Source: an optimization exercise on an open RTL-to-GDS flow (aim: small area). Production flows keep margins and buffers that such runs may drop.
In this exercise RTL edits were held to simulation tests only and were not proved equivalent to the original.
Power is estimated from default activity; no workload was simulated.

==> design/flow/design.v <==
`timescale 1ns/100ps
`default_nettype none
package game_pkg;
    typedef logic [9:0]  coord_t;
    typedef logic [10:0] dist_t;         
    typedef logic [2:0]  meteor_size_t;
    typedef logic [2:0]  hp_t;
    typedef logic [15:0] score_t;
    typedef logic [7:0]  points_t;
    typedef logic [7:0]  frame_count_t;
    typedef enum logic [1:0] {
        FACE_UP    = 2'd0,
        FACE_RIGHT = 2'd1,
        FACE_DOWN  = 2'd2,
        FACE_LEFT  = 2'd3
    } facing_t;
    typedef enum logic {
        STATE_PLAYING = 1'b0,
        STATE_OVER    = 1'b1
    } play_state_t;
    typedef struct packed {
        coord_t       x;
        coord_t       y;
        meteor_size_t size;
    } meteor_t;
    typedef struct packed {
        logic    move;
        facing_t dir;
        logic    fire;
    } move_cmd_t;
    localparam int     SCREEN_W        = 640;
    localparam int     SCREEN_H        = 480;
    localparam coord_t SHIP_SPEED      = 10'd2;
    localparam coord_t BULLET_SPEED    = 10'd10;
    localparam hp_t    SHIP_MAX_HP     = 3'd4;
    localparam coord_t SHIP_COLL_R     = 10'd10;
    localparam hp_t    METEOR_START_HP = 3'd3;
    function automatic coord_t meteor_radius(input meteor_size_t size);
        case (size)
            3'd0:    meteor_radius = 10'd4;
            3'd1:    meteor_radius = 10'd8;
            3'd2:    meteor_radius = 10'd12;
            3'd3:    meteor_radius = 10'd16;
            default: meteor_radius = 10'd20;
        endcase
    endfunction
    function automatic points_t meteor_points(input meteor_size_t size);
        case (size)
            3'd0:    meteor_points = 8'd10;
            3'd1:    meteor_points = 8'd20;
            3'd2:    meteor_points = 8'd30;
            3'd3:    meteor_points = 8'd40;
            default: meteor_points = 8'd50;
        endcase
    endfunction
endpackage
`default_nettype wire
`timescale 1ns/100ps
`default_nettype none
module gc_axis #(
    parameter int         W     = 10,
    parameter logic [7:0] HI    = 8'd0,
    parameter logic [9:0] START = 10'd0
) (
    input  logic [W-1:0] c,
    input  logic         inc,
    input  logic         dec,
    input  logic         restart,
    output logic [W-1:0] d
);
    logic [9:0] cc;
    assign cc = 10'(c);
    wire hi  = ((cc[9:2] & HI) == HI) & (c[1] | c[0]);
    wire lo  = ~|cc[9:2] & ~(c[1] & c[0]);
    wire set = inc & hi;
    wire clr = dec & lo;
    logic [W:1] p;
    assign p[1] = (inc & ~hi) | (dec & ~lo);
    assign p[2] = p[1] & (c[1] ^ dec);
    for (genvar j = 2; j < W; j++) begin : g_bit
        gc_axis_bit #(.S(START[j])) u (.c(c[j]), .p(p[j]), .dec(dec), .restart(restart),
                                       .d(d[j]), .pn(p[j+1]));
    end
    wire n1 = set | (~clr & (c[1] ^ p[1]));
    wire n0 = set | (~clr & c[0]);
    assign d[1] = restart ? START[1] : n1;
    assign d[0] = restart ? START[0] : n0;
endmodule
module gc_axis_bit #(
    parameter bit S = 1'b0
) (
    input  logic c,
    input  logic p,
    input  logic dec,
    input  logic restart,
    output logic d,
    output logic pn
);
    assign d  = restart ? S : (c ^ p);
    assign pn = p & (c ^ dec);
endmodule
`default_nettype wire
`timescale 1ns/100ps
`default_nettype none
module gc_fa (
    input  logic a,
    input  logic b,
    input  logic ci,
    output logic s,
    output logic co
);
    assign s  = a ^ b ^ ci;
    assign co = (a & b) | (ci & (a ^ b));
endmodule
module gc_ha (
    input  logic a,
    input  logic b,
    output logic s,
    output logic co
);
    assign s  = a ^ b;
    assign co = a & b;
endmodule
module gc_kdec (
    input  logic [2:0] sz,
    output logic [2:0] kb,
    output logic [2:0] ks
);
    wire x = sz[1] ^ sz[0];
    assign kb = {sz[2] | (sz[1] & sz[0]), ~sz[2] & x, sz[2] | ~sz[0]};
    assign ks = {sz[2] | sz[1] | sz[0], sz[2] | ~x, sz[2] | ~sz[0]};
endmodule
module gc_ao22 (
    input  logic a1,
    input  logic a2,
    input  logic b1,
    input  logic b2,
    output logic x
);
    assign x = (a1 & a2) | (b1 & b2);
endmodule
module gc_maj (
    input  logic a,
    input  logic b,
    input  logic c,
    output logic y
);
    assign y = (a & b) | (c & (a | b));
endmodule
module gc_near #(
    parameter bit SHIP = 1'b0
) (
    input  logic [9:0] nrx,       
    input  logic [9:0] nry,       
    input  logic [9:0] mx,
    input  logic [9:0] my,
    input  logic [2:0] kr,
    output logic       near
);
    logic [9:0]  ex, ey;          
    logic [10:0] cx, cy;
    assign cx[0] = 1'b0;
    assign cy[0] = 1'b0;
    gc_ha hx0 (.a(mx[0]), .b(nrx[0]), .s(ex[0]), .co(cx[1]));
    gc_ha hy0 (.a(my[0]), .b(nry[0]), .s(ey[0]), .co(cy[1]));
    for (genvar j = 1; j < 10; j++) begin : g_sub
        gc_fa fx (.a(mx[j]), .b(nrx[j]), .ci(cx[j]), .s(ex[j]), .co(cx[j+1]));
    end
    for (genvar j = 1; j < 9; j++) begin : g_suby
        gc_fa fy (.a(my[j]), .b(nry[j]), .ci(cy[j]), .s(ey[j]), .co(cy[j+1]));
    end
    assign ey[9]  = 1'b0;       
    assign cy[10] = 1'b0;       
    wire okx = (ex[9:5] == 5'h1f & ~cx[10]) | (ex[9:5] == 5'h00 & cx[10]);
    wire oky = ((ey[8:5] == 4'h0) & (my[9] ^ cy[9])) | ((ey[8:5] == 4'hf) & ~(my[9] | cy[9]));
    wire       sx = ex[5];
    wire       sy = ey[5];
    wire [4:0] nax = ~(ex[4:0] ^ {5{sx}});
    wire [4:0] nay = ~(ey[4:0] ^ {5{sy}});
    logic [5:0] nt;
    logic [5:0] ct;
    assign ct[0] = sx;
    for (genvar j = 0; j < 5; j++) begin : g_sum
        gc_fa ft (.a(nax[j]), .b(nay[j]), .ci(ct[j]), .s(nt[j]), .co(ct[j+1]));
    end
    assign nt[5] = ct[5];
    logic [5:0] cc;
    assign cc[1] = nt[0] & sy;
    assign cc[2] = SHIP ? (nt[1] | cc[1]) : (nt[1] & cc[1]);
    for (genvar j = 2; j < 5; j++) begin : g_cmp
        gc_maj mj (.a(kr[j-2]), .b(nt[j]), .c(cc[j]), .y(cc[j+1]));
    end
    assign near = okx & oky & nt[5] & cc[5];
endmodule
`default_nettype wire
`timescale 1ns/100ps
`default_nettype none
module game_core #(
    parameter int NUM_METEORS   = 5,
    parameter int FIRE_COOLDOWN = 30,
    parameter int INVINC_FRAMES = 60
) (
    input  logic                      clk,
    input  logic                      reset_n,
    input  logic                      frame_tick,
    input  logic                      btn_up,
    input  logic                      btn_down,
    input  logic                      btn_left,
    input  logic                      btn_right,
    input  logic                      btn_fire,
    input  logic                      btn_restart,
    input  logic [23*NUM_METEORS-1:0] meteors,
    output logic [9:0]                ship_x,
    output logic [9:0]                ship_y,
    output logic [1:0]                ship_facing,
    output logic [9:0]                bullet_x,
    output logic [9:0]                bullet_y,
    output logic                      bullet_active,
    output logic [NUM_METEORS-1:0]    meteor_alive,
    output logic [15:0]               score,
    output logic [2:0]                ship_hp,
    output logic                      game_over
);
    logic [4:0]  cooldown;
    logic [5:0]  invinc;
    logic [4:0]  kills_q;                  
    logic [2:0]  pend;                     
    logic [1:0]  hlost [NUM_METEORS];      
    logic [8:0]  ship_y_q, bullet_y_q;
    assign ship_y   = {1'b0, ship_y_q};
    assign bullet_y = {1'b0, bullet_y_q};
    assign game_over = ~|ship_hp;
    wire ft      = frame_tick;
    wire play    = ft & ~game_over;
    wire restart = ft & game_over & btn_restart;
    logic [4:0] nh;                           
    logic [5:1] nc;
    gc_ha u_n0 (.a(kills_q[0]), .b(pend[0]), .s(nh[0]), .co(nc[1]));
    gc_fa u_n1 (.a(kills_q[1]), .b(pend[1]), .ci(nc[1]), .s(nh[1]), .co(nc[2]));
    gc_fa u_n2 (.a(kills_q[2]), .b(pend[2]), .ci(nc[2]), .s(nh[2]), .co(nc[3]));
    gc_ha u_n3 (.a(kills_q[3]), .b(nc[3]), .s(nh[3]), .co(nc[4]));
    gc_ha u_n4 (.a(kills_q[4]), .b(nc[4]), .s(nh[4]), .co(nc[5]));
    logic [7:0] s10;
    logic [7:4] s10c;
    assign s10[0] = 1'b0;
    assign s10[1] = nh[0];
    assign s10[2] = nh[1];
    gc_ha u_s3 (.a(nh[2]), .b(nh[0]), .s(s10[3]), .co(s10c[4]));
    gc_fa u_s4 (.a(nh[3]), .b(nh[1]), .ci(s10c[4]), .s(s10[4]), .co(s10c[5]));
    gc_fa u_s5 (.a(nh[4]), .b(nh[2]), .ci(s10c[5]), .s(s10[5]), .co(s10c[6]));
    gc_ha u_s6 (.a(nh[3]), .b(s10c[6]), .s(s10[6]), .co(s10c[7]));
    assign s10[7] = nh[4] ^ s10c[7];
    assign score = {8'd0, s10};
    wire [9:0] nsx = ~ship_x;
    wire [9:0] nsy = ~ship_y;
    wire [9:0] nbx = ~bullet_x;
    wire [9:0] nby = ~bullet_y;
    logic [NUM_METEORS-1:0] alive, hit_vec, contact_vec, hit_sel, last_hp;
    logic [2:0] pts [NUM_METEORS];
    for (genvar i = 0; i < NUM_METEORS; i++) begin : g_m
        wire [9:0] mx = meteors[23*i+13 +: 10];
        wire [9:0] my = meteors[23*i+3  +: 10];
        wire [2:0] sz = meteors[23*i    +: 3];
        logic [2:0] kb, ks;
        gc_kdec u_k (.sz(sz), .kb(kb), .ks(ks));
        logic nb, ns;
        gc_near #(.SHIP(1'b0)) u_b (.nrx(nbx), .nry(nby), .mx(mx), .my(my), .kr(kb), .near(nb));
        gc_near #(.SHIP(1'b1)) u_s (.nrx(nsx), .nry(nsy), .mx(mx), .my(my), .kr(ks), .near(ns));
        assign pts[i]         = kb;
        assign alive[i]       = ~(hlost[i][1] & hlost[i][0]);
        assign last_hp[i]     = hlost[i][1] & ~hlost[i][0];
        assign hit_vec[i]     = bullet_active & alive[i] & nb;
        assign contact_vec[i] = alive[i] & ns;
        wire e = play & hit_sel[i];
        always_ff @(posedge clk or negedge reset_n) begin
            if (!reset_n)
                hlost[i] <= 2'd0;
            else
                hlost[i] <= {~restart & (hlost[i][1] ^ (hlost[i][0] & e)),
                             ~restart & (hlost[i][0] ^ e)};
        end
    end
    assign meteor_alive = alive;
    always_comb begin
        logic seen;
        seen = 1'b0;
        for (int i = 0; i < NUM_METEORS; i++) begin
            hit_sel[i] = hit_vec[i] & ~seen;
            seen       = seen | hit_vec[i];
        end
    end
    wire bullet_hit = |hit_vec;
    wire contact    = |contact_vec;
    logic [2:0] award;
    always_comb begin
        award = '0;
        for (int i = 0; i < NUM_METEORS; i++)
            award = award | ({3{hit_sel[i] & last_hp[i]}} & pts[i]);
    end
    wire up    = btn_up;
    wire down  = ~btn_up & btn_down;
    wire right = ~btn_up & ~btn_down & btn_right;
    wire left  = ~btn_up & ~btn_down & ~btn_right & btn_left;
    wire move  = btn_up | btn_down | btn_right | btn_left;
    logic [9:0] nx;
    logic [8:0] ny;
    gc_axis #(.W(10), .HI(8'b10011111), .START(10'd320)) u_ax (
        .c(ship_x), .inc(play & right), .dec(play & left), .restart(restart), .d(nx));
    gc_axis #(.W(9), .HI(8'b01110111), .START(10'd240)) u_ay (
        .c(ship_y[8:0]), .inc(play & down), .dec(play & up), .restart(restart), .d(ny));
    wire cd_zero  = ~|cooldown;
    wire iv_zero  = ~|invinc;
    wire launch   = play & btn_fire & ~bullet_active & cd_zero;
    wire fly      = play & bullet_active;
    wire take_hit = play & contact & iv_zero;
    logic [9:0] by_sub;
    logic       by_gt;
    always_comb begin
        logic bw;
        bw = 1'b0;
        for (int j = 0; j < 10; j++) begin
            if (j == 1 || j == 3) begin
                by_sub[j] = ~(bullet_y[j] ^ bw);
                bw        = ~bullet_y[j] | bw;
            end else begin
                by_sub[j] = bullet_y[j] ^ bw;
                bw        = ~bullet_y[j] & bw;
            end
        end
        by_gt = ~bw & (bullet_y != 10'd10);
    end
    logic [4:0] cd_inc;
    logic [5:0] iv_inc;
    logic [5:0] cdc;
    logic [6:0] ivc;
    assign cdc[0] = ft & ~cd_zero;
    assign ivc[0] = ft & ~iv_zero;
    for (genvar j = 0; j < 5; j++) begin : g_cd
        gc_ha u (.a(cooldown[j]), .b(cdc[j]), .s(cd_inc[j]), .co(cdc[j+1]));
    end
    for (genvar j = 0; j < 6; j++) begin : g_iv
        gc_ha u (.a(invinc[j]), .b(ivc[j]), .s(iv_inc[j]), .co(ivc[j+1]));
    end
    wire keep_b  = ~launch & ~restart;
    wire keep_by = keep_b & ~fly;
    wire fly_gt  = fly & by_gt;
    logic [9:0] d_x, d_y, d_bx, d_by;
    for (genvar j = 0; j < 10; j++) begin : g_bx
        gc_ao22 u (.a1(launch), .a2(ship_x[j]), .b1(keep_b), .b2(bullet_x[j]), .x(d_bx[j]));
    end
    logic [2:0] d_hp;
    always_comb begin
        d_x  = nx;
        d_y  = {1'b0, ny};
        d_by = ({10{launch}} & ship_y) | ({10{keep_by}} & bullet_y) | ({10{fly_gt}} & by_sub);
        d_hp[0] = ~restart & (ship_hp[0] ^ take_hit);
        d_hp[1] = ~restart & (ship_hp[1] ^ (take_hit & ~ship_hp[0]));
        d_hp[2] = restart | (ship_hp[2] ^ (take_hit & ~ship_hp[0] & ~ship_hp[1]));
    end
    always_ff @(posedge clk or negedge reset_n) begin
        if (!reset_n) begin
            ship_x        <= 10'd320;
            ship_y_q      <= 9'd240;
            ship_facing   <= 2'd0;
            bullet_x      <= '0;
            bullet_y_q    <= '0;
            bullet_active <= 1'b0;
            cooldown      <= '0;
            invinc        <= '0;
            ship_hp       <= 3'd4;
            kills_q       <= '0;
            pend          <= '0;
        end else begin
            ship_x        <= d_x;
            ship_y_q      <= d_y[8:0];
            ship_facing   <= restart ? 2'd0 :
                             (play & move) ? {down | left, right | left} : ship_facing;
            bullet_x      <= d_bx;
            bullet_y_q    <= d_by[8:0];
            bullet_active <= launch | (keep_by & bullet_active) | (fly_gt & ~bullet_hit);
            cooldown      <= {5{~restart}} & (cd_inc | {3'b000, launch, 1'b0});
            invinc        <= {6{~restart}} & (iv_inc | {3'b000, take_hit, 2'b00});
            ship_hp       <= d_hp;
            kills_q       <= {5{~restart}} & nh;
            pend          <= {3{play}} & award;
        end
    end
endmodule
`default_nettype wire
==> design/flow/flow/run.sh <==
#!/bin/bash
# The standard layout (standard.sh, standard synthesis unchanged) with three changes:
# the port buffers use the smallest buffer cell; after floorplanning every
# combinational cell starts at its smallest size (later repair steps upsize as needed);
# the clock tree uses larger sink clusters.
export BUFFER_PORTS_ARGS="-buffer_cell sky130_fd_sc_hd__buf_1"
export POST_FLOORPLAN_TCL="$PWD/flow/downsize.tcl"
bash standard.sh > standard.log 2>&1
==> design/flow/flow/downsize.tcl <==
# Swap each combinational cell for the smallest cell of the same function;
# the repair steps later in the flow size up whatever timing or slew needs.
set gc_small {
  sky130_fd_sc_hd__a2111o_2 sky130_fd_sc_hd__a2111o_1
  sky130_fd_sc_hd__a2111o_4 sky130_fd_sc_hd__a2111o_1
  sky130_fd_sc_hd__a2111oi_1 sky130_fd_sc_hd__a2111oi_0
  sky130_fd_sc_hd__a2111oi_2 sky130_fd_sc_hd__a2111oi_0
  sky130_fd_sc_hd__a2111oi_4 sky130_fd_sc_hd__a2111oi_0
  sky130_fd_sc_hd__a211o_2 sky130_fd_sc_hd__a211o_1
  sky130_fd_sc_hd__a211o_4 sky130_fd_sc_hd__a211o_1
  sky130_fd_sc_hd__a211oi_2 sky130_fd_sc_hd__a211oi_1
  sky130_fd_sc_hd__a211oi_4 sky130_fd_sc_hd__a211oi_1
  sky130_fd_sc_hd__a21bo_2 sky130_fd_sc_hd__a21bo_1
  sky130_fd_sc_hd__a21bo_4 sky130_fd_sc_hd__a21bo_1
  sky130_fd_sc_hd__a21boi_1 sky130_fd_sc_hd__a21boi_0
  sky130_fd_sc_hd__a21boi_2 sky130_fd_sc_hd__a21boi_0
  sky130_fd_sc_hd__a21boi_4 sky130_fd_sc_hd__a21boi_0
  sky130_fd_sc_hd__a21o_2 sky130_fd_sc_hd__a21o_1
  sky130_fd_sc_hd__a21o_4 sky130_fd_sc_hd__a21o_1
  sky130_fd_sc_hd__a21oi_2 sky130_fd_sc_hd__a21oi_1
  sky130_fd_sc_hd__a21oi_4 sky130_fd_sc_hd__a21oi_1
  sky130_fd_sc_hd__a221o_2 sky130_fd_sc_hd__a221o_1
  sky130_fd_sc_hd__a221o_4 sky130_fd_sc_hd__a221o_1
  sky130_fd_sc_hd__a221oi_2 sky130_fd_sc_hd__a221oi_1
  sky130_fd_sc_hd__a221oi_4 sky130_fd_sc_hd__a221oi_1
  sky130_fd_sc_hd__a22o_2 sky130_fd_sc_hd__a22o_1
  sky130_fd_sc_hd__a22o_4 sky130_fd_sc_hd__a22o_1
  sky130_fd_sc_hd__a22oi_2 sky130_fd_sc_hd__a22oi_1
  sky130_fd_sc_hd__a22oi_4 sky130_fd_sc_hd__a22oi_1
  sky130_fd_sc_hd__a2bb2o_2 sky130_fd_sc_hd__a2bb2o_1
  sky130_fd_sc_hd__a2bb2o_4 sky130_fd_sc_hd__a2bb2o_1
  sky130_fd_sc_hd__a2bb2oi_2 sky130_fd_sc_hd__a2bb2oi_1
  sky130_fd_sc_hd__a2bb2oi_4 sky130_fd_sc_hd__a2bb2oi_1
  sky130_fd_sc_hd__a311o_2 sky130_fd_sc_hd__a311o_1
  sky130_fd_sc_hd__a311o_4 sky130_fd_sc_hd__a311o_1
  sky130_fd_sc_hd__a311oi_2 sky130_fd_sc_hd__a311oi_1
  sky130_fd_sc_hd__a311oi_4 sky130_fd_sc_hd__a311oi_1
  sky130_fd_sc_hd__a31o_2 sky130_fd_sc_hd__a31o_1
  sky130_fd_sc_hd__a31o_4 sky130_fd_sc_hd__a31o_1
  sky130_fd_sc_hd__a31oi_2 sky130_fd_sc_hd__a31oi_1
  sky130_fd_sc_hd__a31oi_4 sky130_fd_sc_hd__a31oi_1
  sky130_fd_sc_hd__a32o_2 sky130_fd_sc_hd__a32o_1
  sky130_fd_sc_hd__a32o_4 sky130_fd_sc_hd__a32o_1
  sky130_fd_sc_hd__a32oi_2 sky130_fd_sc_hd__a32oi_1
  sky130_fd_sc_hd__a32oi_4 sky130_fd_sc_hd__a32oi_1
  sky130_fd_sc_hd__a41o_2 sky130_fd_sc_hd__a41o_1
  sky130_fd_sc_hd__a41o_4 sky130_fd_sc_hd__a41o_1
  sky130_fd_sc_hd__a41oi_2 sky130_fd_sc_hd__a41oi_1
  sky130_fd_sc_hd__a41oi_4 sky130_fd_sc_hd__a41oi_1
  sky130_fd_sc_hd__and2_1 sky130_fd_sc_hd__and2_0
  sky130_fd_sc_hd__and2_2 sky130_fd_sc_hd__and2_0
  sky130_fd_sc_hd__and2_4 sky130_fd_sc_hd__and2_0
  sky130_fd_sc_hd__and2b_2 sky130_fd_sc_hd__and2b_1
  sky130_fd_sc_hd__and2b_4 sky130_fd_sc_hd__and2b_1
  sky130_fd_sc_hd__and3_2 sky130_fd_sc_hd__and3_1
  sky130_fd_sc_hd__and3_4 sky130_fd_sc_hd__and3_1
  sky130_fd_sc_hd__and3b_2 sky130_fd_sc_hd__and3b_1
  sky130_fd_sc_hd__and3b_4 sky130_fd_sc_hd__and3b_1
  sky130_fd_sc_hd__and4_2 sky130_fd_sc_hd__and4_1
  sky130_fd_sc_hd__and4_4 sky130_fd_sc_hd__and4_1
  sky130_fd_sc_hd__and4b_2 sky130_fd_sc_hd__and4b_1
  sky130_fd_sc_hd__and4b_4 sky130_fd_sc_hd__and4b_1
  sky130_fd_sc_hd__and4bb_2 sky130_fd_sc_hd__and4bb_1
  sky130_fd_sc_hd__and4bb_4 sky130_fd_sc_hd__and4bb_1
  sky130_fd_sc_hd__buf_2 sky130_fd_sc_hd__buf_1
  sky130_fd_sc_hd__buf_4 sky130_fd_sc_hd__buf_1
  sky130_fd_sc_hd__buf_6 sky130_fd_sc_hd__buf_1
  sky130_fd_sc_hd__buf_8 sky130_fd_sc_hd__buf_1
  sky130_fd_sc_hd__buf_12 sky130_fd_sc_hd__buf_1
  sky130_fd_sc_hd__buf_16 sky130_fd_sc_hd__buf_1
  sky130_fd_sc_hd__fa_2 sky130_fd_sc_hd__fa_1
  sky130_fd_sc_hd__fa_4 sky130_fd_sc_hd__fa_1
  sky130_fd_sc_hd__ha_2 sky130_fd_sc_hd__ha_1
  sky130_fd_sc_hd__ha_4 sky130_fd_sc_hd__ha_1
  sky130_fd_sc_hd__inv_2 sky130_fd_sc_hd__inv_1
  sky130_fd_sc_hd__inv_4 sky130_fd_sc_hd__inv_1
  sky130_fd_sc_hd__inv_6 sky130_fd_sc_hd__inv_1
  sky130_fd_sc_hd__inv_8 sky130_fd_sc_hd__inv_1
  sky130_fd_sc_hd__inv_12 sky130_fd_sc_hd__inv_1
  sky130_fd_sc_hd__inv_16 sky130_fd_sc_hd__inv_1
  sky130_fd_sc_hd__maj3_2 sky130_fd_sc_hd__maj3_1
  sky130_fd_sc_hd__maj3_4 sky130_fd_sc_hd__maj3_1
  sky130_fd_sc_hd__mux2_2 sky130_fd_sc_hd__mux2_1
  sky130_fd_sc_hd__mux2_4 sky130_fd_sc_hd__mux2_1
  sky130_fd_sc_hd__mux2_8 sky130_fd_sc_hd__mux2_1
  sky130_fd_sc_hd__mux2i_2 sky130_fd_sc_hd__mux2i_1
  sky130_fd_sc_hd__mux2i_4 sky130_fd_sc_hd__mux2i_1
  sky130_fd_sc_hd__mux4_4 sky130_fd_sc_hd__mux4_2
  sky130_fd_sc_hd__mux4_1 sky130_fd_sc_hd__mux4_2
  sky130_fd_sc_hd__nand2_2 sky130_fd_sc_hd__nand2_1
  sky130_fd_sc_hd__nand2_4 sky130_fd_sc_hd__nand2_1
  sky130_fd_sc_hd__nand2_8 sky130_fd_sc_hd__nand2_1
  sky130_fd_sc_hd__nand2b_2 sky130_fd_sc_hd__nand2b_1
  sky130_fd_sc_hd__nand2b_4 sky130_fd_sc_hd__nand2b_1
  sky130_fd_sc_hd__nand3_2 sky130_fd_sc_hd__nand3_1
  sky130_fd_sc_hd__nand3_4 sky130_fd_sc_hd__nand3_1
  sky130_fd_sc_hd__nand3b_2 sky130_fd_sc_hd__nand3b_1
  sky130_fd_sc_hd__nand3b_4 sky130_fd_sc_hd__nand3b_1
  sky130_fd_sc_hd__nand4_2 sky130_fd_sc_hd__nand4_1
  sky130_fd_sc_hd__nand4_4 sky130_fd_sc_hd__nand4_1
  sky130_fd_sc_hd__nand4b_2 sky130_fd_sc_hd__nand4b_1
  sky130_fd_sc_hd__nand4b_4 sky130_fd_sc_hd__nand4b_1
  sky130_fd_sc_hd__nand4bb_2 sky130_fd_sc_hd__nand4bb_1
  sky130_fd_sc_hd__nand4bb_4 sky130_fd_sc_hd__nand4bb_1
  sky130_fd_sc_hd__nor2_2 sky130_fd_sc_hd__nor2_1
  sky130_fd_sc_hd__nor2_4 sky130_fd_sc_hd__nor2_1
  sky130_fd_sc_hd__nor2_8 sky130_fd_sc_hd__nor2_1
  sky130_fd_sc_hd__nor2b_2 sky130_fd_sc_hd__nor2b_1
  sky130_fd_sc_hd__nor2b_4 sky130_fd_sc_hd__nor2b_1
  sky130_fd_sc_hd__nor3_2 sky130_fd_sc_hd__nor3_1
  sky130_fd_sc_hd__nor3_4 sky130_fd_sc_hd__nor3_1
  sky130_fd_sc_hd__nor3b_2 sky130_fd_sc_hd__nor3b_1
  sky130_fd_sc_hd__nor3b_4 sky130_fd_sc_hd__nor3b_1
  sky130_fd_sc_hd__nor4_2 sky130_fd_sc_hd__nor4_1
  sky130_fd_sc_hd__nor4_4 sky130_fd_sc_hd__nor4_1
  sky130_fd_sc_hd__nor4b_2 sky130_fd_sc_hd__nor4b_1
  sky130_fd_sc_hd__nor4b_4 sky130_fd_sc_hd__nor4b_1
  sky130_fd_sc_hd__nor4bb_2 sky130_fd_sc_hd__nor4bb_1
  sky130_fd_sc_hd__nor4bb_4 sky130_fd_sc_hd__nor4bb_1
  sky130_fd_sc_hd__o2111a_2 sky130_fd_sc_hd__o2111a_1
  sky130_fd_sc_hd__o2111a_4 sky130_fd_sc_hd__o2111a_1
  sky130_fd_sc_hd__o2111ai_2 sky130_fd_sc_hd__o2111ai_1
  sky130_fd_sc_hd__o2111ai_4 sky130_fd_sc_hd__o2111ai_1
  sky130_fd_sc_hd__o211a_2 sky130_fd_sc_hd__o211a_1
  sky130_fd_sc_hd__o211a_4 sky130_fd_sc_hd__o211a_1
  sky130_fd_sc_hd__o211ai_2 sky130_fd_sc_hd__o211ai_1
  sky130_fd_sc_hd__o211ai_4 sky130_fd_sc_hd__o211ai_1
  sky130_fd_sc_hd__o21a_2 sky130_fd_sc_hd__o21a_1
  sky130_fd_sc_hd__o21a_4 sky130_fd_sc_hd__o21a_1
  sky130_fd_sc_hd__o21ai_1 sky130_fd_sc_hd__o21ai_0
  sky130_fd_sc_hd__o21ai_2 sky130_fd_sc_hd__o21ai_0
  sky130_fd_sc_hd__o21ai_4 sky130_fd_sc_hd__o21ai_0
  sky130_fd_sc_hd__o21ba_2 sky130_fd_sc_hd__o21ba_1
  sky130_fd_sc_hd__o21ba_4 sky130_fd_sc_hd__o21ba_1
  sky130_fd_sc_hd__o21bai_2 sky130_fd_sc_hd__o21bai_1
  sky130_fd_sc_hd__o21bai_4 sky130_fd_sc_hd__o21bai_1
  sky130_fd_sc_hd__o221a_2 sky130_fd_sc_hd__o221a_1
  sky130_fd_sc_hd__o221a_4 sky130_fd_sc_hd__o221a_1
  sky130_fd_sc_hd__o221ai_2 sky130_fd_sc_hd__o221ai_1
  sky130_fd_sc_hd__o221ai_4 sky130_fd_sc_hd__o221ai_1
  sky130_fd_sc_hd__o22a_2 sky130_fd_sc_hd__o22a_1
  sky130_fd_sc_hd__o22a_4 sky130_fd_sc_hd__o22a_1
  sky130_fd_sc_hd__o22ai_2 sky130_fd_sc_hd__o22ai_1
  sky130_fd_sc_hd__o22ai_4 sky130_fd_sc_hd__o22ai_1
  sky130_fd_sc_hd__o2bb2a_2 sky130_fd_sc_hd__o2bb2a_1
  sky130_fd_sc_hd__o2bb2a_4 sky130_fd_sc_hd__o2bb2a_1
  sky130_fd_sc_hd__o2bb2ai_2 sky130_fd_sc_hd__o2bb2ai_1
  sky130_fd_sc_hd__o2bb2ai_4 sky130_fd_sc_hd__o2bb2ai_1
  sky130_fd_sc_hd__o311a_2 sky130_fd_sc_hd__o311a_1
  sky130_fd_sc_hd__o311a_4 sky130_fd_sc_hd__o311a_1
  sky130_fd_sc_hd__o311ai_1 sky130_fd_sc_hd__o311ai_0
  sky130_fd_sc_hd__o311ai_2 sky130_fd_sc_hd__o311ai_0
  sky130_fd_sc_hd__o311ai_4 sky130_fd_sc_hd__o311ai_0
  sky130_fd_sc_hd__o31a_2 sky130_fd_sc_hd__o31a_1
  sky130_fd_sc_hd__o31a_4 sky130_fd_sc_hd__o31a_1
  sky130_fd_sc_hd__o31ai_2 sky130_fd_sc_hd__o31ai_1
  sky130_fd_sc_hd__o31ai_4 sky130_fd_sc_hd__o31ai_1
  sky130_fd_sc_hd__o32a_2 sky130_fd_sc_hd__o32a_1
  sky130_fd_sc_hd__o32a_4 sky130_fd_sc_hd__o32a_1
  sky130_fd_sc_hd__o32ai_2 sky130_fd_sc_hd__o32ai_1
  sky130_fd_sc_hd__o32ai_4 sky130_fd_sc_hd__o32ai_1
  sky130_fd_sc_hd__o41a_2 sky130_fd_sc_hd__o41a_1
  sky130_fd_sc_hd__o41a_4 sky130_fd_sc_hd__o41a_1
  sky130_fd_sc_hd__o41ai_2 sky130_fd_sc_hd__o41ai_1
  sky130_fd_sc_hd__o41ai_4 sky130_fd_sc_hd__o41ai_1
  sky130_fd_sc_hd__or2_1 sky130_fd_sc_hd__or2_0
  sky130_fd_sc_hd__or2_2 sky130_fd_sc_hd__or2_0
  sky130_fd_sc_hd__or2_4 sky130_fd_sc_hd__or2_0
  sky130_fd_sc_hd__or2b_2 sky130_fd_sc_hd__or2b_1
  sky130_fd_sc_hd__or2b_4 sky130_fd_sc_hd__or2b_1
  sky130_fd_sc_hd__or3_2 sky130_fd_sc_hd__or3_1
  sky130_fd_sc_hd__or3_4 sky130_fd_sc_hd__or3_1
  sky130_fd_sc_hd__or3b_2 sky130_fd_sc_hd__or3b_1
  sky130_fd_sc_hd__or3b_4 sky130_fd_sc_hd__or3b_1
  sky130_fd_sc_hd__or4_2 sky130_fd_sc_hd__or4_1
  sky130_fd_sc_hd__or4_4 sky130_fd_sc_hd__or4_1
  sky130_fd_sc_hd__or4b_2 sky130_fd_sc_hd__or4b_1
  sky130_fd_sc_hd__or4b_4 sky130_fd_sc_hd__or4b_1
  sky130_fd_sc_hd__or4bb_2 sky130_fd_sc_hd__or4bb_1
  sky130_fd_sc_hd__or4bb_4 sky130_fd_sc_hd__or4bb_1
  sky130_fd_sc_hd__xnor2_2 sky130_fd_sc_hd__xnor2_1
  sky130_fd_sc_hd__xnor2_4 sky130_fd_sc_hd__xnor2_1
  sky130_fd_sc_hd__xnor3_2 sky130_fd_sc_hd__xnor3_1
  sky130_fd_sc_hd__xnor3_4 sky130_fd_sc_hd__xnor3_1
  sky130_fd_sc_hd__xor2_2 sky130_fd_sc_hd__xor2_1
  sky130_fd_sc_hd__xor2_4 sky130_fd_sc_hd__xor2_1
  sky130_fd_sc_hd__xor3_2 sky130_fd_sc_hd__xor3_1
  sky130_fd_sc_hd__xor3_4 sky130_fd_sc_hd__xor3_1
}
set gc_n 0
foreach inst [[ord::get_db_block] getInsts] {
  set m [[$inst getMaster] getName]
  if { [dict exists $gc_small $m] } {
    $inst swapMaster [[ord::get_db] findMaster [dict get $gc_small $m]]
    incr gc_n
  }
}
puts "downsize: replaced $gc_n cells"
==> design/flow/standard.sh <==
#!/bin/bash
# synth_recipe.tcl (not shown) runs the flow's synth.tcl, then flattens the netlist and writes it again
# the make line also repeats each setting of config.mk as NAME=value (left out here)
make -C /OpenROAD-flow-scripts/flow DESIGN_CONFIG=/design/flow/config.mk WORK_HOME=/design/flow/orfs CLKGATE_MAP_FILE= SYNTH_SCRIPT=/design/flow/synth_recipe.tcl "${@:-finish}"
==> design/flow/config.mk <==
export PLATFORM = sky130hd
export DESIGN_NAME = game_core
export DESIGN_NICKNAME = game_core
export VERILOG_FILES = /design/flow/design.v
export SDC_FILE = /design/flow/constraint.sdc
export NUM_CORES = 4
export LEC_CHECK = 0
export CAP_MARGIN = 20
export CORE_MARGIN = 2
export CORE_UTILIZATION = 60
export CTS_BUF_LIST = sky130_fd_sc_hd__clkbuf_8
export CTS_CLUSTER_DIAMETER = 300
export CTS_CLUSTER_SIZE = 40
export SLEW_MARGIN = 20
export SYNTH_HIERARCHICAL = 1
export SYNTH_MINIMUM_KEEP_SIZE = 0
==> design/flow/constraint.sdc <==
create_clock -name core_clock -period 10.0 [get_ports {clk}]
set_input_delay 2.0000 -clock core_clock [delete_from_list [all_inputs] [get_ports {clk}]]
set_output_delay 2.0000 -clock core_clock [all_outputs]
set_load 0.01 [all_outputs]
==> flow_metrics.py, run 1 <==
metrics = {
    "sta": {
        "clock.fmax_mhz": 115,
        "period_minus_slack_ps": 8690,
        "final_hold_viol_count": 0,
        "worst_slew_pin_slew_ps": 942,
        "slew_headroom": 0.372,
        "fin_tns_setup_ps": 0,
        "rsz0062_at_grt": "no",
        "setup_violations": 0,
        "maxSlewViolCount": 0,
        "final.period_utilization": 0.869,
        "whs_ps": 531,
        "skew_ps": 13.6,
    },
    "detailed_routing": {
        "first_pass_iters": 5,
        "drt_drc_violations_left": 0,
        "wl_mm": 31.7,
        "via_per_inst": 5.84,
        "vias": 8053,
        "wl_per_cell_um": 23.0,
        "first_iter_violations": 476,
        "ant_nets": 0,
    },
    "place": {
        "io_buffers": 180,
        "hpwl_mm": 25.4,
        "gp_congestion": 0.873,
    },
    "grt": {
        "gr-total-overflow": 0,
        "antenna_found_initial": 0,
        "grt_pass1_wl_mm": 47.9,
        "grt_pass1_vias": 8477,
        "grt_max_degree": 74,
        "gr-usage-all-layers": 0.329,
    },
    "power_and_ir_drop": {
        "vdd_drop_max_mv": 0.148,
        "p_leak_nw": 4.71,
        "power_density_nw_per_um2": 338,
    },
    "worst_setup_path": {
        "cp-start-kind": "input pin",
        "crit_required_ps": 10280,
        "setup.worst_path.class": "input pin to flop",
        "cp.arrival_ps": 8970,
        "critPathMaxFanout": 8,
        "cp-end-kind": "flop",
    },
    "synth": {
        "synth_area_um2": 11500,
        "syn_inst": 982,
        "avgSynthCellArea_um2": 11.7,
        "ys_warn_count": 9,
    },
    "cts": {
        "clockRootBuffer": "clkbuf_8",
        "cts_tree": "built",
        "postCtsSetupBuffers": 0,
        "clkLatencyLatePin_ps": 350,
        "holdBufCountCts": 0,
        "cts_buffers": 9,
        "clk_pin_slew_ps": 90,
        "postCtsResizedCells": 0,
        "htreeDepth": 3,
        "clk_path_buf_depth": 2,
        "clock-sinks": 73,
    },
    "layout": {
        "diodes": 0,
        "final_core_util": 0.657,
        "nets": 1553,
        "area_growth_pct": 7.29,
        "drive_gt1_frac": 0.0245,
    },
    "die": {
        "pin_count": 192,
        "core-area_um2": 18700,
        "dieArea_um2": 20200,
        "dieWidth_um": 142,
        "die_h_um": 142,
        "num_rows": 50,
        "initial_core_util": 0.613,
    },
    "hold_path": {
        "worstHoldPathType": "flop to flop",
    },
    "run_status": {
        "outcome": "complete, no violations",
    },
    "run": {
        "maxCapViolCount": 0,
    },
}
-- through the flow --
step	power, mW	std cells	worst slack (ps)	cell area [um^2]
2_1_floorplan	3.36	992	1700	11500
3_3_place_gp	3.75	1363	1170	12100
3_5_place_dp	3.87	1363	1000	12100
4_1_cts	4.17	1379	1380	12300
5_1_grt	4.67	1379	1030	12300
6_report	4.16	1379	1310	12300
-- state kept, by name, indices dropped and copies added (netlist names), 2 cells and up --
| register | count |
|---|---|
| invinc | 6 |
| ship_y_q | 9 |
| ship_facing | 2 |
| pend | 3 |
| bullet_x | 10 |
| ship_x | 10 |
| hlost | 10 |
| cooldown | 5 |
| kills_q | 5 |
| bullet_y_q | 9 |
| ship_hp | 3 |
-- final cells by class --
type / count / area, um^2
clock inverter: 5 / 86.3
clock buffer: 11 / 151
inverter: 67 / 251
tap: 234 / 293
fill: 1545 / 6410
multi-input combinational: 806 / 8970
sequential: 73 / 1840
timing repair buffer: 183 / 702
-- per-layer routing --
| metal | wire, um | GRT usage |
|---|---|---|
| met3 | 2560 | 0.0754 |
| met2 | 15800 | 0.561 |
| met4 | 1040 | 0.107 |
| met5 | 0 | 0 |
| met1 | 12200 | 0.419 |
-- critical path, cell delays in order --
cell	delay, ps
buf_1	100
ha_1	210
fa_1	380
fa_1	400
fa_1	390
fa_1	400
fa_1	790
xnor2_1	190
fa_1	460
fa_1	390
fa_1	390
fa_1	400
fa_1	440
maj3_1	390
nand4_1	110
nor2_1	60
o22a_1	230
nand3_1	150
nand3_1	190
nor4_1	630
a221o_1	260
-- layout by cell type, fill, tap and decap left out, types with 11 or more instances in the layout --
master and n:
fa_1 224, buf_1 179, xnor2_1 121, inv_1 67, dfrtp_1 66, ha_1 65, nor2_1 52, and2_0 35
maj3_1 30, nor3b_1 23, nand4_1 22, nand3_1 21, nand2_1 19, nand2b_1 19, nand4b_1 17, nor4_1 16
a221o_1 14, xor2_1 14, conb_1 11, clkbuf_8 11
-- worst paths after layout --
check	slack (ps)	depth (start not counted)	startpoint	endpoint
setup / recovery	1310	21	meteors[13]	pend[1]
setup reg to reg	2320	23	ship_x[0]	ship_hp[2]
hold reg to reg	530	1	bullet_x[9]	bullet_x[9]
max in group asynchronous	7490	2	reset_n	bullet_y_q[8]
hold / removal	530	1	bullet_x[9]	bullet_x[9]
min in group asynchronous	1890	2	reset_n	bullet_x[9]
-- where the power goes --
group	switching [mW]	leakage (nW)	total, mW	internal (mW)
registers	0.0901	0.939	0.452	0.362
clock network	0.121	0.120	0.277	0.156
logic	1.82	3.65	3.43	1.61
==> run 2: changes to the inputs <==
==> design/flow/flow/run.sh (replaced) <==
#!/bin/bash
# The standard layout (standard.sh, standard synthesis unchanged) with three changes:
# the port buffers use the smallest buffer cell; after floorplanning every
# combinational cell starts at its smallest size (later repair steps upsize as needed);
# the clock tree uses no dummy loads and larger sink clusters.
export BUFFER_PORTS_ARGS="-buffer_cell sky130_fd_sc_hd__buf_1"
export POST_FLOORPLAN_TCL="$PWD/flow/downsize.tcl"
export CTS_ARGS="-sink_clustering_enable -repair_clock_nets -dont_use_dummy_load -root_buf sky130_fd_sc_hd__clkbuf_16 -buf_list sky130_fd_sc_hd__clkbuf_16 -sink_clustering_size 80 -sink_clustering_max_diameter 1000 -sink_clustering_levels 1"
bash standard.sh > standard.log 2>&1
--- a/design/flow/config.mk
+++ b/design/flow/config.mk
@@ -9,7 +9,6 @@
 export CORE_MARGIN = 2
 export CORE_UTILIZATION = 60
-export CTS_BUF_LIST = sky130_fd_sc_hd__clkbuf_8
-export CTS_CLUSTER_DIAMETER = 300
-export CTS_CLUSTER_SIZE = 40
+export CTS_BUF_LIST = sky130_fd_sc_hd__clkbuf_4 sky130_fd_sc_hd__clkbuf_8
+export CTS_CLUSTER_SIZE = 30
 export SLEW_MARGIN = 20
 export SYNTH_HIERARCHICAL = 1
==> run 2 against run 1 <==
Compared with the run above:
- final cell count down 0.51%
- critical path depth stayed put
- die area unchanged
- first-iteration DRC count shrank 13%
- clock skew about the same
- register-to-register slack barely moved
- global-route usage rose by 0.076 points
- fmax shrank 0.19%
- worst hold slack got worse by 5.7 ps
- synthesized cell count did not move
- clock-buffer cell count decreased by 2
- sequential cell count unchanged
- critical path type unchanged
- largest cell class unchanged
==> flow_metrics.py, run 2 <==
metrics = {
    "hold_path": {
        "min-delay-start": "bullet_x[1]",
        "worstHoldPathType": "flop to flop",
        "min_to": "bullet_x[1]",
        "hold_path_depth": 1,
    },
    "die": {
        "die_h_um": 142,
        "pin_count": 192,
        "num_rows": 50,
        "core-area_um2": 18700,
        "dieArea_um2": 20200,
        "dieWidth_um": 142,
        "initial_core_util": 0.613,
    },
    "power_and_ir_drop": {
        "vdd_drop_max_mv": 0.147,
        "power_density_nw_per_um2": 338,
        "p_leak_nw": 4.70,
    },
    "cts": {
        "clkLatencyLatePin_ps": 330,
        "clockRootBuffer": "clkbuf_16",
        "cts_buffers": 9,
        "holdBufCountCts": 0,
        "htreeDepth": 3,
        "clk_pin_slew_ps": 60,
        "postCtsResizedCells": 0,
        "postCtsSetupBuffers": 0,
        "clk_path_buf_depth": 2,
        "clock-sinks": 73,
        "cts_tree": "built",
    },
    "layout": {
        "area_growth_pct": 7.19,
        "final_core_util": 0.657,
        "layout_commonest_cell": "fa_1",
        "nets": 1553,
        "diodes": 0,
        "largestRegisters": "bullet_x: 10 flops, hlost: 10 flops, ship_x: 10 flops",
        "drive_gt1_frac": 0.0185,
        "final_cell_mix": "fa_1, buf_1, xnor2_1",
        "fill_cells": 1547,
    },
    "grt": {
        "grt_util_met2": 0.562,
        "grt_max_degree": 74,
        "gr-usage-all-layers": 0.330,
        "global_route.usage.met3": 0.0834,
        "grt_pass1_wl_mm": 48.0,
        "grt.busiest_layer": "met2",
        "antenna_found_initial": 0,
        "grt_pass1_vias": 8518,
        "grt_util_met1": 0.415,
        "gr-total-overflow": 0,
    },
    "place": {
        "gp_congestion": 0.873,
        "hpwl_mm": 25.4,
        "io_buffers": 180,
    },
    "sta": {
        "period_minus_slack_ps": 8700,
        "worst_slew_pin_slew_ps": 957,
        "slew_headroom": 0.362,
        "clock.fmax_mhz": 115,
        "rsz0062_at_grt": "no",
        "maxSlewViolCount": 0,
        "setup_violations": 0,
        "final_hold_viol_count": 0,
        "final.period_utilization": 0.870,
        "skew_ps": 14.1,
        "fin_tns_setup_ps": 0,
    },
    "detailed_routing": {
        "ant_nets": 0,
        "via_per_inst": 5.87,
        "drt_drc_violations_left": 0,
        "wl_mm": 31.6,
        "wl_per_cell_um": 23.1,
        "vias": 8058,
        "first_pass_iters": 5,
        "first_iter_violations": 412,
    },
    "synth": {
        "synth_area_um2": 11500,
        "avgSynthCellArea_um2": 11.7,
        "ys_warn_count": 9,
        "syn_inst": 982,
    },
    "worst_setup_path": {
        "cp.arrival_ps": 8950,
        "setup.worst_path.class": "input pin to flop",
        "crit_required_ps": 10250,
        "r2r-start": "ship_x[0]",
        "cp-end-kind": "flop",
        "critPathMaxFanout": 8,
        "reg2reg_depth": 23,
        "worstReg2RegEnd": "ship_hp[2]",
        "r2r_slack_ps": 2330,
        "cp-start-kind": "input pin",
    },
    "run_status": {
        "outcome": "complete, no violations",
    },
    "run": {
        "maxCapViolCount": 0,
    },
}
run 2: metal layers:
layer / up-vias / share of wire
met5: - / 0
met4: 0 / 0.032
met3: 57 / 0.083
met2: 316 / 0.49
met1: 4091 / 0.39
li1: 3594 / -
run 2: layout make-up:
cell class | instances | area, um^2 | area share
well taps | 234 | 293 | 0.0238
clock buffers | 9 | 225 | 0.0183
multi-input cells | 806 | 8970 | 0.731
flip-flops and latches | 73 | 1840 | 0.149
repair buffers | 183 | 702 | 0.0572
inverters | 67 | 251 | 0.0205
run 2: worst max-delay path, cell delays in order:
cell,delay (ps)
buf_1,100
ha_1,210
fa_1,380
fa_1,400
fa_1,390
fa_1,400
fa_1,790
xnor2_1,190
fa_1,460
fa_1,390
fa_1,390
fa_1,400
fa_1,440
maj3_1,390
nand4_1,110
nor2_1,60
o22a_1,230
nand3_1,150
nand3_1,190
nor4_1,610
a221o_1,260
run 2: how the worst max path moves through the flow:
stage	startpoint	end	slack [ps]	cells after the start
floorplan	meteors[3]	ship_hp[2]	1700	23
global placement	meteors[3]	pend[2]	1170	22
detailed placement	meteors[13]	pend[1]	1000	21
CTS	meteors[13]	pend[1]	1340	21
global route	meteors[13]	pend[2]	990	22
finish	meteors[13]	pend[1]	1300	21
run 2: per-stage QoR:
stage / area [um^2] / power, mW / worst slack (ps) / hold slack (ps) / instances
finish: 12300 / 4.15 / 1300 / 525 / 1372
CTS: 12300 / 4.17 / 1340 / 523 / 1372
global route: 12300 / 4.67 / 992 / 554 / 1372
floorplan: 11500 / 3.36 / 1700 / 517 / 992
detailed placement: 12100 / 3.87 / 1000 / 509 / 1363
global placement: 12100 / 3.75 / 1170 / 501 / 1363
run 2: report_power, final:
part / internal (mW) / switching (mW) / total (mW)
Combinational: 1.61 / 1.82 / 3.43
Sequential: 0.363 / 0.0900 / 0.453
Clock: 0.158 / 0.111 / 0.269
Total: 2.14 / 2.02 / 4.15

## separate check: timing with driven ports
The results above use ideal ports. As a check the final layouts listed here were re-extracted and re-timed, cells and wires unchanged. Step 1 assumes that a clkbuf_16 drives the clock port and a buf_2 every other input. Step 2, shift: input delay + t, output delay - t, t = (earliest + latest rising clock arrival at the registers) / 2. This alone moves slack from input paths to output paths. a / b / c = ideal ports / drivers / drivers and shift; a / b = the first two.
run | shift t [ns] | slack for setup (ns) | worst setup path after step 2 | slew at the worst register clock pin (ns) | worst data-port slew with drivers (ns)
run 1 | 0.383 | 1.314 / 1.329 / 0.946 | input to register | 0.09 / 0.09 | 0.07
run 2 | 0.363 | 1.298 / 1.315 / 0.952 | input to register | 0.06 / 0.06 | 0.06
After both steps every run listed still meets setup and hold. The setup slack of run 1, which loses most, moves by +0.015 ns with the drivers and by -0.368 ns with both steps.
